Context: an optimization exercise on an open-source flow, tuned for small area. The choices shown serve that exercise and are no tape-out recipe. Function was checked by simulation only, so behaviour that the tests miss may differ from the original. No activity file was given, so power comes from the tool's default toggle rates.

### flow/run.sh
#!/bin/bash
# synth_recipe.tcl (not shown) runs the flow's synth.tcl, then flattens the netlist and writes it again
# the make line also repeats each setting of config.mk as NAME=value (left out here)
make -C /OpenROAD-flow-scripts/flow DESIGN_CONFIG=/design/flow/config.mk WORK_HOME=/design/flow/orfs CLKGATE_MAP_FILE= SYNTH_SCRIPT=/design/flow/synth_recipe.tcl finish
### flow/config.mk
export PLATFORM = sky130hd
export DESIGN_NAME = regfile
export DESIGN_NICKNAME = regfile
export VERILOG_FILES = /design/flow/design.v
export SDC_FILE = /design/flow/constraint.sdc
export NUM_CORES = 4
export LEC_CHECK = 0
export CAP_MARGIN = 20
export CORE_MARGIN = 2
export CORE_UTILIZATION = 40
export SLEW_MARGIN = 20
### flow/constraint.sdc
create_clock -name core_clock -period 7.0 [get_ports {clk}]
set_input_delay 1.4000 -clock core_clock [delete_from_list [all_inputs] [get_ports {clk}]]
set_output_delay 1.4000 -clock core_clock [all_outputs]
set_load 0.01 [all_outputs]
### flow/design.v
package regfile_pkg;
  localparam int N    = 64;
  localparam int REGS = 32;
  localparam logic [4:0] XZR_IDX = 5'd31;
  typedef enum logic [1:0] {
    ST_IDLE   = 2'd0,
    ST_STREAM = 2'd1,
    ST_DONE   = 2'd2
  } dump_state_e;
endpackage
module regfile_dump_ctrl (
  input  logic                     clk,
  input  logic                     reset,
  input  logic                     dump_req,
  input  logic                     dump_ready,
  output logic                     dump_valid,
  output logic [4:0]               dump_idx,
  output logic                     dump_done,
  output regfile_pkg::dump_state_e state_o
);
  regfile_pkg::dump_state_e state_q, state_d;
  logic [4:0]  idx_q, idx_d;
  always_ff @(posedge clk) begin
    if (reset) begin
      state_q <= regfile_pkg::ST_IDLE;
      idx_q   <= 5'd0;
    end else begin
      state_q <= state_d;
      idx_q   <= idx_d;
    end
  end
  always_comb begin
    state_d    = state_q;
    idx_d      = idx_q;
    dump_valid = 1'b0;
    dump_done  = 1'b0;
    unique case (state_q)
      regfile_pkg::ST_IDLE: begin
        if (dump_req) begin
          state_d = regfile_pkg::ST_STREAM;
          idx_d   = 5'd0;
        end
      end
      regfile_pkg::ST_STREAM: begin
        dump_valid = 1'b1;
        if (dump_ready) begin
          if (idx_q == regfile_pkg::XZR_IDX) state_d = regfile_pkg::ST_DONE;
          else                  idx_d   = idx_q + 5'd1;
        end
      end
      regfile_pkg::ST_DONE: begin
        dump_done = 1'b1;
        state_d   = regfile_pkg::ST_IDLE;
      end
      default: state_d = regfile_pkg::ST_IDLE;
    endcase
  end
  assign dump_idx = idx_q;
  assign state_o  = state_q;
endmodule
module regfile #(
  parameter int N    = regfile_pkg::N,
  parameter int REGS = regfile_pkg::REGS
) (
  input  logic                     clk,
  input  logic                     reset,
  input  logic [4:0]               ra1,
  input  logic [4:0]               ra2,
  output logic [N-1:0]             rd1,
  output logic [N-1:0]             rd2,
  input  logic                     we3,
  input  logic [4:0]               wa3,
  input  logic [N-1:0]             wd3,
  input  logic                     dump_req,
  output logic                     dump_valid,
  input  logic                     dump_ready,
  output logic [4:0]               dump_idx,
  output logic [N-1:0]             dump_data,
  output logic                     dump_done,
  output regfile_pkg::dump_state_e dbg_state_o
);
  logic [N-1:0] regs_q [REGS-1];
  logic         wr_en;
  assign wr_en = we3 && (wa3 != regfile_pkg::XZR_IDX);
  always_ff @(posedge clk) begin
    if (reset) begin
      for (int i = 0; i < REGS - 1; i++) regs_q[i] <= '0;
    end else if (wr_en) begin
      regs_q[wa3] <= wd3;
    end
  end
  always_comb begin
    rd1 = '0;
    if (ra1 != regfile_pkg::XZR_IDX) rd1 = (wr_en && wa3 == ra1) ? wd3 : regs_q[ra1];
  end
  always_comb begin
    rd2 = '0;
    if (ra2 != regfile_pkg::XZR_IDX) rd2 = (wr_en && wa3 == ra2) ? wd3 : regs_q[ra2];
  end
  always_comb begin
    dump_data = '0;
    if (dump_idx != regfile_pkg::XZR_IDX) dump_data = regs_q[dump_idx];
  end
  regfile_dump_ctrl u_dump_ctrl (
    .clk        (clk),
    .reset      (reset),
    .dump_req   (dump_req),
    .dump_ready (dump_ready),
    .dump_valid (dump_valid),
    .dump_idx   (dump_idx),
    .dump_done  (dump_done),
    .state_o    (dbg_state_o)
  );
endmodule
==> run_results.csv, run 1 <==
group,metric,value,unit
status,status,"timing/DRC/antenna clean",
detailed_routing,drtAntennaViolNets,0,
floorplanning,die_h,565,um
synth,yosysWarnings,2,
floorplanning,start_util,0.403,
cells_and_area,fill_cells,27000,
setup_path,timing.rr.start,"u_dump_ctrl.idx_q[0]$_SDFFE_PP0N_",
global_routing,grt_max_degree,91,
placed_design,placedCellCount,12300,
cells_and_area,drive_gt1_frac,0.276,
clocking,cts_inserted_buffers,235,
setup_path,startpoint,"wa3[3]",
cells_and_area,fin_cells,12800,
global_routing,grt_pass1_wl,732000,um
detailed_routing,wire_per_inst,42.0,um
synth,synth-main-ff-cell,"edfxtp_1",
timing,fmax,0.158,GHz
placed_design,dp_worst_setup_slack,0.710,ns
pwr,ir_drop,203,uV
clocking,cts.clk_slew.worst_paths,0.06,ns
setup_path,worst_setup_path_start_kind,"input pin",
clocking,cts_resized,0,
timing,setup_slack,0.678,ns
placed_design,place_congestion,0.873,
cells_and_area,final_nets,8515,
global_routing,overflow,0,
clocking,postCtsHoldBufs,0,
hold_path,hold_start,"u_dump_ctrl.idx_q[3]$_SDFFE_PP0N_",
timing,rsz0062_at_grt,"false",
timing,finalSetupViolCount,0,
placed_design,portBuffers,284,
synth,synthArstFlopShare,0,
detailed_routing,first_pass_iters,8,
synth,synth_cell_types,49,
clocking,clockBufferDepth,4,
pwr,power,32100,uW
timing,finalHoldViolations,0,
setup_path,critPathKind,"in2out",
setup_path,cp.arrival,4.92,ns
pwr,total_leakage_power,0.0471,uW
detailed_routing,drc,0,
synth,ys_seq_elements,2060,
global_routing,track_usage,0.333,
cells_and_area,area_growth_syn_to_layout,12.9,%
global_routing,first_global_vias,88300,
setup_path,worstSetupEndpointType,"output port",
timing,period_share,0.903,
synth,synth_area,126000,um2
clocking,htree_levels,4,
floorplanning,core_area,312000,um2
pwr,p_per_area,226,nW/um2
detailed_routing,vias,89800,
detailed_routing,avgViaCountPerCell,7.01,
clocking,clkLatencyLatePin,0.95,ns
flow_run,drv_cap,0,
clocking,cts_tree,"done",
synth,ys_seq_area_frac,0.491,
timing,finClkSkew,0.0340,ns
clocking,cts_setup_buffers,0,
setup_path,critPathMaxFanout,34,
synth,synth.avg_cell_area,14.9,um2
clocking,cts_root_buf,"clkbuf_16",
detailed_routing,totalWireLength,538000,um
floorplanning,die_area,319000,um2
floorplanning,ios,285,
timing,relSlewSlack,0.161,
placed_design,dp_hpwl,305000,um
timing,worstMarginPinSlew,1.26,ns
synth,synth_cells,8475,
setup_path,crit_required,5.60,ns
global_routing,grt_antenna_before_repair,46,
floorplanning,die_x,565,um
hold_path,hold_class,"reg2reg",
timing,timing.hold.ws,0.581,ns
timing,finalMaxSlewViolations,0,
timing,period_needed,6.32,ns
clocking,cts.sinks,2060,
floorplanning,rows,205,
timing,tns,0,ns
synth,synth_enable_flop_cells,2048,
detailed_routing,initialDrtViolationCount,15600,
-- power by group --
part           total [uW]  switching (uW)  internal (uW)
clock network       12300            5390           6900
logic                5020            2800           2220
registers           14800             523          14300
-- sequential cells by signal, summed over array words and instances (netlist names), named ones only --
register             count
regs_q                2048
u_dump_ctrl.idx_q        5
u_dump_ctrl.state_q      2
-- layout by cell type (no fill, tap or decap), types with 5 or more instances in the layout --
cell type	netlist	final
a211oi_1	46	46
a221oi_1	64	64
a22o_1	20	20
a22oi_1	63	63
a32o_1	128	128
and2_1	1988	1986
buf_12	0	110
buf_2	216	30
buf_4	17	275
buf_8	0	7
bufinv_16	0	21
clkbuf_1	715	39
clkbuf_16	0	236
clkdlybuf4s50_1	0	244
clkinv_1	0	64
clkinv_2	0	45
clkinvlp_4	0	13
conb_1	1	64
dfxtp_1	12	7
dfxtp_4	0	5
diode_2	0	46
edfxtp_1	2048	2048
mux2_2	173	173
mux2i_1	579	579
mux4_2	1364	1364
nand2_1	259	258
nand3b_1	7	7
nand4_1	63	63
nor2_1	42	9
nor2_4	0	33
nor2b_1	52	47
nor2b_4	0	5
nor3_1	47	46
o2111ai_1	125	125
o211ai_1	67	67
o22a_1	188	188
o22ai_1	45	45
or2_4	0	31
xnor2_1	6	6
xor2_1	6	6
-- routing by layer --
metal / up-vias / part of all wire / global-route usage
li1: 33700 / - / -
met2: 8045 / 0.44 / 0.504
met3: 1875 / 0.14 / 0.0988
met4: 0 / 0.075 / 0.214
met1: 46200 / 0.34 / 0.416
met5: - / 0 / 0
-- stage by stage --
stage / utilization / area, um2
2_1_floorplan: - / 126000
3_3_place_gp: 0.431 / 135000
3_5_place_dp: 0.431 / 135000
4_1_cts: 0.455 / 142000
5_1_grt: 0.454 / 142000
6_report: 0.455 / 142000
-- logic make-up after synthesis --
kind of cell	count (synthesis)	synth area share
and+or+nand+nor	2505	0.118
muxes	2116	0.306
DFF	2060	0.491
buffers and inverters	1021	0.0332
AOI/OAI and AO/OA	758	0.0514
xor gates and xnor gates	12	0.000835
adders and majority gates	2	0.000199
other	1	0.0000298
-- cell usage after synthesis (all sizes together) (2+ instances only) --
cell type	instances	area share
ha	2	0.00020
edfxtp	2048	0.49
nor2	42	0.0013
a32o	128	0.010
a22o	20	0.0014
o211ai	67	0.0040
clkbuf	715	0.021
a221oi	64	0.0045
xor2	6	0.00042
nand4bb	2	0.00018
nor3	47	0.0019
inv	5	0.00015
nor2b	52	0.0026
nand3b	7	0.00042
o2111a	2	0.00018
and3	2	0.000099
o22a	188	0.013
o22ai	45	0.0022
o221a	3	0.00027
or2	31	0.0015
a211oi	46	0.0027
nand2	259	0.0077
a22oi	63	0.0038
nand2b	2	0.000099
mux2	173	0.015
nand4	63	0.0031
a21oi	3	0.00012
o2111ai	125	0.0087
dfxtp	12	0.0019
mux4	1364	0.24
xnor2	6	0.00042
nand3	5	0.00020
and2	1988	0.099
mux2i	579	0.046
buf	301	0.012
-- path summary, 6_finish.rpt --
check | to | slack, ns | depth (start not counted)
worst min register to register | register | 0.58 | 2
worst min-delay path | register | 0.58 | 2
worst max-delay path | rd1[59] | 0.68 | 7
worst max register to register | register | 4.24 | 7
-- area by class of cell --
type / count / area (um2) / share of cell area
Clock inverter: 149 / 1280 / 0.00898
Tap cell: 4140 / 5180 / 0.0365
Clock buffer: 275 / 6050 / 0.0426
Multi-Input combinational cell: 5457 / 60600 / 0.427
Timing Repair Buffer: 670 / 7030 / 0.0495
Sequential cell: 2060 / 61800 / 0.435
Antenna cell: 46 / 115 / 0.000810
Inverter: 5 / 28.8 / 0.000203
-- critical path: stages --
cell and delay [ns]:
clkdlybuf4s50_1 0.76, nand3_1 0.41, o2111a_1 0.41, a32oi_4 0.55
buf_12 0.41, a32o_1 0.36, clkdlybuf4s50_1 0.59
==> run 2: changes to the inputs <==
--- a/flow/design.v
+++ b/flow/design.v
@@ -81,23 +81,29 @@
 );
-  logic [N-1:0] regs_q [REGS-1];
+  localparam int W = REGS - 1;   
   logic         wr_en;
+  logic [N-1:0] wdat;            
+  logic         byp1, byp2;
+  logic [W-1:0] wsel, sel1, sel2, seld;
+  logic [N-1:0] regs_q [W];
   assign wr_en = we3 && (wa3 != regfile_pkg::XZR_IDX);
-  always_ff @(posedge clk) begin
-    if (reset) begin
-      for (int i = 0; i < REGS - 1; i++) regs_q[i] <= '0;
-    end else if (wr_en) begin
-      regs_q[wa3] <= wd3;
+  assign wdat  = wd3 & {N{~reset}};
+  assign byp1  = wr_en && (wa3 == ra1);
+  assign byp2  = wr_en && (wa3 == ra2);
+  for (genvar i = 0; i < W; i++) begin : g_reg
+    assign wsel[i] = reset || (we3 && wa3 == 5'(i));
+    assign sel1[i] = !byp1 && ra1 == 5'(i);
+    assign sel2[i] = !byp2 && ra2 == 5'(i);
+    assign seld[i] = dump_idx == 5'(i);
+    always_ff @(posedge clk) begin
+      if (wsel[i]) regs_q[i] <= wdat;
     end
   end
-  always_comb begin
-    rd1 = '0;
-    if (ra1 != regfile_pkg::XZR_IDX) rd1 = (wr_en && wa3 == ra1) ? wd3 : regs_q[ra1];
-  end
-  always_comb begin
-    rd2 = '0;
-    if (ra2 != regfile_pkg::XZR_IDX) rd2 = (wr_en && wa3 == ra2) ? wd3 : regs_q[ra2];
-  end
-  always_comb begin
-    dump_data = '0;
-    if (dump_idx != regfile_pkg::XZR_IDX) dump_data = regs_q[dump_idx];
+  for (genvar j = 0; j < N; j++) begin : g_bit
+    logic [W-1:0] col;
+    for (genvar i = 0; i < W; i++) begin : g_col
+      assign col[i] = regs_q[i][j];
+    end
+    regfile_rdmux u_rd1 (.d({wd3[j], col}), .s({byp1, sel1}), .y(rd1[j]));
+    regfile_rdmux u_rd2 (.d({wd3[j], col}), .s({byp2, sel2}), .y(rd2[j]));
+    regfile_rdmux u_dmp (.d({1'b0, col}),   .s({1'b0, seld}), .y(dump_data[j]));
   end
@@ -114 +120,36 @@
 endmodule
+module regfile_rdmux (
+  input  logic [31:0] d,
+  input  logic [31:0] s,
+  output logic        y
+);
+  logic [10:0] n;   
+  for (genvar g = 0; g < 10; g++) begin : g_aoi
+    regfile_aoi222 u_aoi (
+      .a0(d[3*g]),   .b0(s[3*g]),
+      .a1(d[3*g+1]), .b1(s[3*g+1]),
+      .a2(d[3*g+2]), .b2(s[3*g+2]),
+      .y (n[g])
+    );
+  end
+  regfile_aoi22 u_aoi_last (.a0(d[30]), .b0(s[30]), .a1(d[31]), .b1(s[31]), .y(n[10]));
+  regfile_or3n u_or (.n(n), .y(y));
+endmodule
+module regfile_aoi222 (
+  input  logic a0, b0, a1, b1, a2, b2,
+  output logic y
+);
+  assign y = ~((a0 & b0) | (a1 & b1) | (a2 & b2));
+endmodule
+module regfile_aoi22 (
+  input  logic a0, b0, a1, b1,
+  output logic y
+);
+  assign y = ~((a0 & b0) | (a1 & b1));
+endmodule
+module regfile_or3n (
+  input  logic [10:0] n,
+  output logic        y
+);
+  assign y = ~(&n[3:0]) | ~(&n[7:4]) | ~(&n[10:8]);
+endmodule
--- a/flow/config.mk
+++ b/flow/config.mk
@@ -11 +11,2 @@
 export SLEW_MARGIN = 20
+export SYNTH_HIERARCHICAL = 1
==> run 2 against run 1 <==
Critical path type unchanged; final area decreased by 24%; largest power group unchanged; via count fell by 12%; non-clock buffer count is 58 higher; die area down 30%; still clean; worst setup slack worse by 0.62 ns; sequential power is essentially flat; clock power shrank 8%; maximum frequency decreased by 9.0%; core utilization grew 4.0 points.
==> run_results.csv, run 2 <==
group,metric,value,unit
setup_path,startpoint,"wa3[0]",
detailed_routing,wire_per_inst,46.5,um
setup_path,worstSetupEndpointType,"output port",
placed_design,dpl_cell_area,102000,um2
timing,finalSetupViolCount,0,
timing,finClkSkew,0.000403,ns
clocking,htree_levels,4,
pwr,ir_drop,223,uV
placed_design,place_congestion,0.979,
floorplanning,ios,285,
timing,finalMaxSlewViolations,0,
synth,ys_seq_area_frac,0.678,
clocking,cts_inserted_buffers,205,
clocking,cts_tree,"done",
synth,synthArstFlopShare,0,
placed_design,portBuffers,284,
synth,synth_enable_flop_cells,1984,
synth,synth_area,88100,um2
synth,yosysTopAreaCellShare,0.676,
global_routing,grt_antenna_before_repair,27,
timing,period_share,0.992,
synth,ys_seq_elements,1991,
synth,synth.avg_cell_area,16.9,um2
pwr,total_leakage_power,0.0346,uW
timing,finalHoldViolations,0,
synth,synth-main-ff-cell,"edfxtp_1",
detailed_routing,drtAntennaViolNets,0,
setup_path,critPathMaxFanout,20,
synth,yosysWarnings,9,
global_routing,grt_max_degree,65,
setup_path,critPathKind,"in2out",
cells_and_area,mostFrequentLayoutCell,"edfxtp_1",
floorplanning,start_util,0.402,
cells_and_area,final_nets,6314,
floorplanning,die_area,224000,um2
setup_path,cp_cell_sequence,"clkdlybuf4s50_1 -> and4_1 -> a2111oi_4 -> buf_12 -> buf_4 -> a211oi_4 -> buf_12 -> a222oi_1 -> nand4_1 -> or3_1 -> clkdlybuf4s50_1",
detailed_routing,initialDrtViolationCount,24400,
setup_path,worst_setup_path_start_kind,"input pin",
timing,tns,0,ns
hold_path,hold_start,"u_dump_ctrl.state_q[1]$_SDFFE_PP0P_",
floorplanning,die_x,473,um
detailed_routing,first_pass_iters,17,
cells_and_area,ff_latch_area,59700,um2
synth,netlist.top_cell.by_area,"edfxtp_1",
hold_path,hold_class,"reg2reg",
cells_and_area,multi_input_area,29900,um2
synth,synth_cell_types,45,
detailed_routing,vias,79200,
cells_and_area,largest_reg_flops,1984,
global_routing,overflow,0,
synth,synth.most_common_cell,"edfxtp_1",
timing,relSlewSlack,0.144,
clocking,postCtsHoldBufs,0,
synth,synthTopCellsByArea,"edfxtp_1, a222oi_1, nand4_1, a22oi_2, or3_1",
timing,worstMarginPinSlew,1.28,ns
detailed_routing,avgViaCountPerCell,8.54,
global_routing,grt_pass1_wl,587000,um
cells_and_area,fill_cells,18100,
setup_path,timing.rr.start,"u_dump_ctrl.idx_q[1]$_SDFFE_PP0P_",
pwr,power,29200,uW
clocking,cts.clk_slew.worst_paths,0.07,ns
cells_and_area,area_growth_syn_to_layout,23.1,%
setup_path,critical_path_buf_inv_count,5,
clocking,cts.sinks,1991,
setup_path,cp.arrival,5.55,ns
setup_path,critPathSlowestCell,"a2111oi_4",
cells_and_area,largest_register,"regs_q",
setup_path,path_delay_family,"buffers and inverters",
setup_path,crit_required,5.60,ns
clocking,clkLatencyLatePin,0.87,ns
global_routing,track_usage,0.369,
pwr,p_per_area,269,nW/um2
status,status,"timing/DRC/antenna clean",
cells_and_area,layout_common_cells,"edfxtp_1, a222oi_1, nand4_1, clkdlybuf4s50_1, buf_4",
clocking,cts_root_buf,"clkbuf_16",
detailed_routing,totalWireLength,432000,um
timing,fmax,0.144,GHz
cells_and_area,final_util,0.495,
clocking,clockBufferDepth,3,
cells_and_area,top_regs,"regs_q (1984), u_dump_ctrl.idx_q (5), u_dump_ctrl.state_q (2)",
synth,synth_common_cells,"edfxtp_1, a222oi_1, nand4_1",
placed_design,dp_hpwl,262000,um
global_routing,first_global_vias,76400,
timing,period_needed,6.95,ns
setup_path,cp_slowest_stage_delay,0.63,ns
floorplanning,core_area,219000,um2
floorplanning,die_h,473,um
synth,synth_cells,5212,
floorplanning,rows,172,
cells_and_area,drive_gt1_frac,0.167,
detailed_routing,drc,0,
timing,rsz0062_at_grt,"false",
timing,timing.hold.ws,0.530,ns
flow_run,drv_cap,0,
cells_and_area,stdcell_area,108000,um2
[run 2: changes by cell type after synthesis, sizes merged, moves of 128 or more]
cell | before | now
nand3 | 5 | 197
mux2 | 173 | 0
nand2 | 259 | 13
and2 | 1988 | 2
a32o | 128 | 0
buf | 301 | 23
a222oi | 0 | 1920
o22a | 188 | 0
nand4 | 63 | 385
or3 | 1 | 195
clkbuf | 715 | 23
a22oi | 63 | 192
mux4 | 1364 | 0
mux2i | 579 | 0
[run 2: cells by family (layout without fill, tap and decap cells)]
kind of cell               Yosys count  count (layout)  share of synthesized area
DFF                               1991            1991                      0.678
adders and majority gates            2               2                   0.000284
and+or+nand+nor                    945             945                     0.0638
xor gates and xnor gates            10              10                   0.000994
buffers and inverters               47            1111                    0.00239
other                                1             137                  0.0000426
AOI/OAI and AO/OA                 2216            2216                      0.255
[run 2: area by class of cell]
| cell class | count | area share |
|---|---|---|
| flip-flops and latches | 1991 | 0.551 |
| multi-input cells | 3301 | 0.276 |
| repair buffers | 728 | 0.0774 |
| clock buffers | 256 | 0.0501 |
| well taps | 2871 | 0.0331 |
| clock inverters | 126 | 0.0124 |
| diodes | 9 | 0.000208 |
| inverters | 1 | 0.0000346 |
[run 2: metrics by stage]
step	setup WS, ns	std cells
after floorplan	0.713	5339
after global placement	0.0767	8886
after detailed placement	0.0909	8888
after CTS	0.0628	9270
after global routing	0.0227	9276
final	0.0549	9283
[run 2: timing repair]
action	in CTS	in global routing
endpoints found under the hold margin	0	0
setup buffers	0	2
endpoints found under the setup margin	0	42
resized for setup	0	3
[run 2: worst paths after layout]
kind                                         endpoint  slack, ns  cells past startpoint
setup / recovery                              rd2[27]       0.05                     11
hold / removal    u_dump_ctrl.state_q[0]$_SDFFE_PP0P_       0.53                      1
hold reg to reg   u_dump_ctrl.state_q[0]$_SDFFE_PP0P_       0.53                      1
setup reg to reg    u_dump_ctrl.idx_q[3]$_SDFFE_PP0P_       4.70                      6
[run 2: per-layer routing]
layer,up-vias,GRT usage,wire length (um)
met4,24,0.228,32200
li1,29200,-,-
met5,-,0.0108,439
met3,2078,0.153,78900
met2,9319,0.522,177000
met1,38600,0.468,144000
[run 2: per-module statistics from Yosys (local to each module, per instance), a selection]
module / flip-flops and latches / copies in the design / cells inside / area [um2]
regfile_aoi222: 0 / 1920 / 1 / 10.0
regfile_aoi22: 0 / 192 / 1 / 12.5
regfile_dump_ctrl: 7 / 1 / 38 / 364
regfile: 1984 / 1 / 2294 / 61600
regfile_or3n: 0 / 192 / 4 / 23.8
[run 2: report_power, final]
group	switching (uW)	internal, uW
logic	1900	945
registers	785	14300
clock network	4870	6390
total	7560	21600
==> run 3: changes to the inputs <==
--- a/flow/design.v
+++ b/flow/design.v
@@ -105,5 +105,5 @@
     end
-    regfile_rdmux u_rd1 (.d({wd3[j], col}), .s({byp1, sel1}), .y(rd1[j]));
-    regfile_rdmux u_rd2 (.d({wd3[j], col}), .s({byp2, sel2}), .y(rd2[j]));
-    regfile_rdmux u_dmp (.d({1'b0, col}),   .s({1'b0, seld}), .y(dump_data[j]));
+    regfile_rdmux  u_rd1 (.d(col), .s(sel1), .wd(wd3[j]), .byp(byp1), .y(rd1[j]));
+    regfile_rdmux  u_rd2 (.d(col), .s(sel2), .wd(wd3[j]), .byp(byp2), .y(rd2[j]));
+    regfile_dmpmux u_dmp (.d(col), .s(seld), .y(dump_data[j]));
   end
@@ -121,4 +121,24 @@
 module regfile_rdmux (
-  input  logic [31:0] d,
-  input  logic [31:0] s,
+  input  logic [30:0] d,
+  input  logic [30:0] s,
+  input  logic        wd,
+  input  logic        byp,
+  output logic        y
+);
+  logic [9:0] n;   
+  logic       q;   
+  for (genvar g = 0; g < 10; g++) begin : g_aoi
+    regfile_aoi222 u_aoi (
+      .a0(d[3*g]),   .b0(s[3*g]),
+      .a1(d[3*g+1]), .b1(s[3*g+1]),
+      .a2(d[3*g+2]), .b2(s[3*g+2]),
+      .y (n[g])
+    );
+  end
+  regfile_ao22 u_last (.a0(d[30]), .b0(s[30]), .a1(wd), .b1(byp), .y(q));
+  regfile_or4n u_or   (.n(n), .q(q), .y(y));
+endmodule
+module regfile_dmpmux (
+  input  logic [30:0] d,
+  input  logic [30:0] s,
   output logic        y
@@ -134,4 +154,4 @@
   end
-  regfile_aoi22 u_aoi_last (.a0(d[30]), .b0(s[30]), .a1(d[31]), .b1(s[31]), .y(n[10]));
-  regfile_or3n u_or (.n(n), .y(y));
+  regfile_nand2 u_last (.a(d[30]), .b(s[30]), .y(n[10]));
+  regfile_or3n  u_or   (.n(n), .y(y));
 endmodule
@@ -143,3 +163,3 @@
 endmodule
-module regfile_aoi22 (
+module regfile_ao22 (
   input  logic a0, b0, a1, b1,
@@ -147,3 +167,16 @@
 );
-  assign y = ~((a0 & b0) | (a1 & b1));
+  assign y = (a0 & b0) | (a1 & b1);
+endmodule
+module regfile_nand2 (
+  input  logic a, b,
+  output logic y
+);
+  assign y = ~(a & b);
+endmodule
+module regfile_or4n (
+  input  logic [9:0] n,
+  input  logic       q,
+  output logic       y
+);
+  assign y = ~(&n[3:0]) | ~(&n[7:4]) | ~(&n[9:8]) | q;
 endmodule
==> flow/flow/run.sh (new file) <==
#!/bin/bash
# The standard layout (standard.sh, unchanged synthesis) with three
# changes: every port is buffered with the smallest buffer instead of a delay
# buffer; CTS builds larger sink clusters and inserts no dummy loads; and the
# antenna repair after global routing keeps a margin (flow/post_grt.tcl).
# ORFS keeps each tool's full output in its step's log under orfs/logs/;
# make's own output goes to flow_make.log in this folder.
set -euo pipefail
export BUFFER_PORTS_ARGS="-buffer_cell sky130_fd_sc_hd__buf_1"
export CTS_ARGS="-sink_clustering_enable -repair_clock_nets -dont_use_dummy_load -sink_clustering_size 24 -sink_clustering_max_diameter 120"
export POST_GLOBAL_ROUTE_TCL="$PWD/flow/post_grt.tcl"
bash standard.sh finish > flow_make.log 2>&1
==> flow/flow/post_grt.tcl (new file) <==
# After ORFS's own antenna repair on the global routes, repair again with a
# margin so that the detailed routes, which run a little longer, need no
# second repair-and-reroute pass.
repair_antennas -ratio_margin 30 -iterations 3
check_placement -verbose
check_antennas -report_file $::env(REPORTS_DIR)/grt_antennas_margin.log
==> flow/standard.sh (new file) <==
#!/bin/bash
# synth_recipe.tcl (not shown) runs the flow's synth.tcl, then flattens the netlist and writes it again
# the make line also repeats each setting of config.mk as NAME=value (left out here)
make -C /OpenROAD-flow-scripts/flow DESIGN_CONFIG=/design/flow/config.mk WORK_HOME=/design/flow/orfs CLKGATE_MAP_FILE= SYNTH_SCRIPT=/design/flow/synth_recipe.tcl "${@:-finish}"
--- a/flow/config.mk
+++ b/flow/config.mk
@@ -8,4 +8,6 @@
 export CAP_MARGIN = 20
+export CELL_PAD_IN_SITES_DETAIL_PLACEMENT = 1
 export CORE_MARGIN = 2
 export CORE_UTILIZATION = 40
+export PLACE_DENSITY = 0.45
 export SLEW_MARGIN = 20
removed: flow/run.sh
==> run 3 against run 2 <==
Still clean; worst setup slack better by 0.15 ns; critical path depth stayed put; sequential power hardly changed; sequential share of layout area is 5.2 points higher; final area is 8.6% lower; largest cell class unchanged; largest power group unchanged.
==> run_results.csv, run 3 <==
group,metric,value,unit
detailed_routing,vias,78400,
cells_and_area,final_util,0.456,
synth,synth_cell_types,44,
cells_and_area,ff_latch_area,59700,um2
clocking,clkLatencyLatePin,0.76,ns
synth,ys_seq_area_frac,0.683,
placed_design,place_congestion,0.914,
pwr,p_per_area,240,nW/um2
synth,synth_area,87400,um2
synth,synthTopCellsByArea,"edfxtp_1, a222oi_1, nand4_1, or3_1, a22o_1",
hold_path,hold_class,"reg2reg",
timing,finClkSkew,0.00537,ns
setup_path,worst_setup_path_start_kind,"input pin",
detailed_routing,avgViaCountPerCell,8.95,
clocking,htree_levels,3,
floorplanning,core_area,217000,um2
floorplanning,start_util,0.402,
clocking,cts.clk_slew.worst_paths,0.11,ns
synth,synth_enable_flop_cells,1984,
pwr,total_leakage_power,0.0307,uW
setup_path,cp.arrival,5.40,ns
global_routing,grt_pass1_wl,652000,um
clocking,clockBufferDepth,3,
setup_path,worstSetupEndpointType,"output port",
clocking,cts.sinks,1991,
cells_and_area,top_regs,"regs_q (1984), u_dump_ctrl.idx_q (5), u_dump_ctrl.state_q (2)",
clocking,cts_tree,"done",
synth,synth-main-ff-cell,"edfxtp_1",
synth,netlist.top_cell.by_area,"edfxtp_1",
placed_design,dp_hpwl,271000,um
setup_path,critPathMaxFanout,46,
synth,yosysTopAreaCellShare,0.682,
synth,synth.most_common_cell,"edfxtp_1",
clocking,postCtsHoldBufs,0,
global_routing,use_met1,0.559,
clocking,cts_resized,0,
synth,synthArstFlopShare,0,
flow_run,drv_cap,0,
timing,relSlewSlack,0.125,
detailed_routing,first_pass_iters,14,
cells_and_area,layout_common_cells,"edfxtp_1, a222oi_1, nand4_1, buf_1, buf_4",
cells_and_area,fill_cells,20800,
detailed_routing,initialDrtViolationCount,26400,
global_routing,globalRoute.busiestLayer,"met2",
floorplanning,ios,285,
floorplanning,die_h,471,um
floorplanning,die_area,222000,um2
detailed_routing,drc,0,
floorplanning,die_x,471,um
global_routing,global_route.usage.met2,0.609,
status,status,"timing/DRC/antenna clean",
pwr,power,23800,uW
global_routing,first_global_vias,75900,
setup_path,reg2reg_setup_slack,4.63,ns
timing,tns,0,ns
global_routing,grt_max_degree,73,
detailed_routing,wire_per_inst,55.8,um
global_routing,grt_use_met3,0.156,
clocking,cts_inserted_buffers,93,
setup_path,crit_required,5.60,ns
floorplanning,rows,171,
timing,finalMaxSlewViolations,0,
global_routing,track_usage,0.424,
clocking,cts_setup_buffers,0,
global_routing,grt_antenna_before_repair,35,
synth,synth.avg_cell_area,16.8,um2
setup_path,critPathKind,"in2out",
synth,yosysWarnings,9,
global_routing,overflow,0,
timing,fmax,0.147,GHz
detailed_routing,totalWireLength,489000,um
cells_and_area,area_growth_syn_to_layout,13.4,%
cells_and_area,final_nets,5974,
cells_and_area,largest_reg_flops,1984,
cells_and_area,mostFrequentLayoutCell,"edfxtp_1",
synth,synth_common_cells,"edfxtp_1, a222oi_1, nand4_1",
timing,finalHoldViolations,0,
timing,period_share,0.971,
synth,synth_cells,5211,
clocking,cts_root_buf,"clkbuf_16",
pwr,ir_drop,192,uV
cells_and_area,multi_input_area,28700,um2
detailed_routing,drtAntennaViolNets,0,
timing,finalSetupViolCount,0,
synth,ys_seq_elements,1991,
cells_and_area,largest_register,"regs_q",
timing,period_needed,6.80,ns
placed_design,portBuffers,284,
timing,worstMarginPinSlew,1.31,ns
cells_and_area,drive_gt1_frac,0.0982,
run 3: through the flow:
stage                     cell area [um2]  worst slack (ns)  hold WS (ns)  cells
after floorplan                     87700             0.866         0.520   5211
after global placement              96600             0.408         0.509   8640
after detailed placement            96700             0.369         0.527   8646
after CTS                           99000             0.351         0.542   8739
final                               99100             0.201         0.548   8760
run 3: metal layers:
| metal | share of wire | vias up | wire length, um |
|---|---|---|---|
| met3 | 0.17 | 1672 | 82200 |
| li1 | - | 28300 | - |
| met1 | 0.35 | 39900 | 173000 |
| met4 | 0.059 | 10 | 28800 |
| met5 | 0.00015 | - | 75 |
| met2 | 0.42 | 8438 | 205000 |
run 3: worst max-delay path, stage by stage:
cell and delay (ns):
buf_1 0.56, xor2_1 0.22, a2111oi_4 0.36, buf_4 0.31, buf_12 0.32, a211oi_4 0.11
buf_4 0.47, a222oi_1 0.46, nand4_1 0.31, or3_1 0.56, buf_1 0.17
run 3: final timing paths:
check	startpoint	end	cells past startpoint
min reg2reg	u_dump_ctrl.state_q[1]$_SDFFE_PP0P_	u_dump_ctrl.state_q[0]$_SDFFE_PP0P_	1
max reg2reg	u_dump_ctrl.idx_q[1]$_SDFFE_PP0P_	u_dump_ctrl.idx_q[3]$_SDFFE_PP0P_	7
min	u_dump_ctrl.state_q[1]$_SDFFE_PP0P_	u_dump_ctrl.state_q[0]$_SDFFE_PP0P_	1
max	wa3[0]	rd2[39]	11
run 3: power by group:
group          switching [uW]  leakage [uW]  internal (uW)
Combinational            1900        0.0103            599
Sequential                783        0.0192          14300
Clock                    3870       0.00115           2380
run 3: cell type report:
cell class / instances / share of cell area
Sequential cell: 1991 / 0.603
Tap cell: 2854 / 0.0360
Inverter: 1 / 0.0000379
Antenna cell: 20 / 0.000505
Multi-Input combinational cell: 3173 / 0.290
Clock buffer: 93 / 0.0235
Timing Repair Buffer: 628 / 0.0474
run 3: per-module statistics from Yosys, one instance, submodules excluded, a selection:
module	flops+latches	copies in the design	cell area [um2]	cells
regfile_or3n	0	64	23.8	4
regfile_aoi222	0	1920	10.0	1
regfile_ao22	0	128	8.76	1
regfile	1984	1	61500	2293
regfile_or4n	0	128	26.3	4
regfile_nand2	0	64	3.75	1
regfile_dump_ctrl	7	1	364	38
run 3: logic make-up after synthesis:
group / count (synthesis) / share of synthesized area
xor+xnor: 10 / 0.00100
buf+inv: 47 / 0.00241
flops: 1991 / 0.683
simple gates: 1009 / 0.0707
fa+ha+maj: 2 / 0.000286
compound gates: 2152 / 0.242

[what the ideal ports hide]
No port has a modelled driver above. Below, the same layouts with a new extraction and two added sets of constraints. Step 1 (the two cells are an assumption about what drives the block):
set clk [get_ports {clk}]
set_driving_cell -lib_cell sky130_fd_sc_hd__clkbuf_16 $clk
set_driving_cell -lib_cell sky130_fd_sc_hd__buf_2 [delete_from_list [all_inputs] $clk]
Step 2, shift: input delay + t, output delay - t, t = (earliest + latest rising clock arrival at the registers) / 2. This alone moves slack from input paths to output paths. Slacks: ideal ports / drivers / drivers and shift; pairs: ideal ports / drivers.
run | shift t [ns] | slack for setup (ns) | clock arrival spread, ns
run 1 | 1.028 | 0.678 / 0.654 / 0.654 | 0.067 / 0.067
run 2 | 0.968 | 0.055 / 0.028 / 0.028 | 0.046 / 0.046
run 3 | 0.857 | 0.201 / 0.171 / 0.171 | 0.063 / 0.063
After both steps setup and hold are still met in every run listed. For run 3, which loses most, drivers alone change the setup slack by -0.030 ns; drivers and shift together by -0.030 ns.
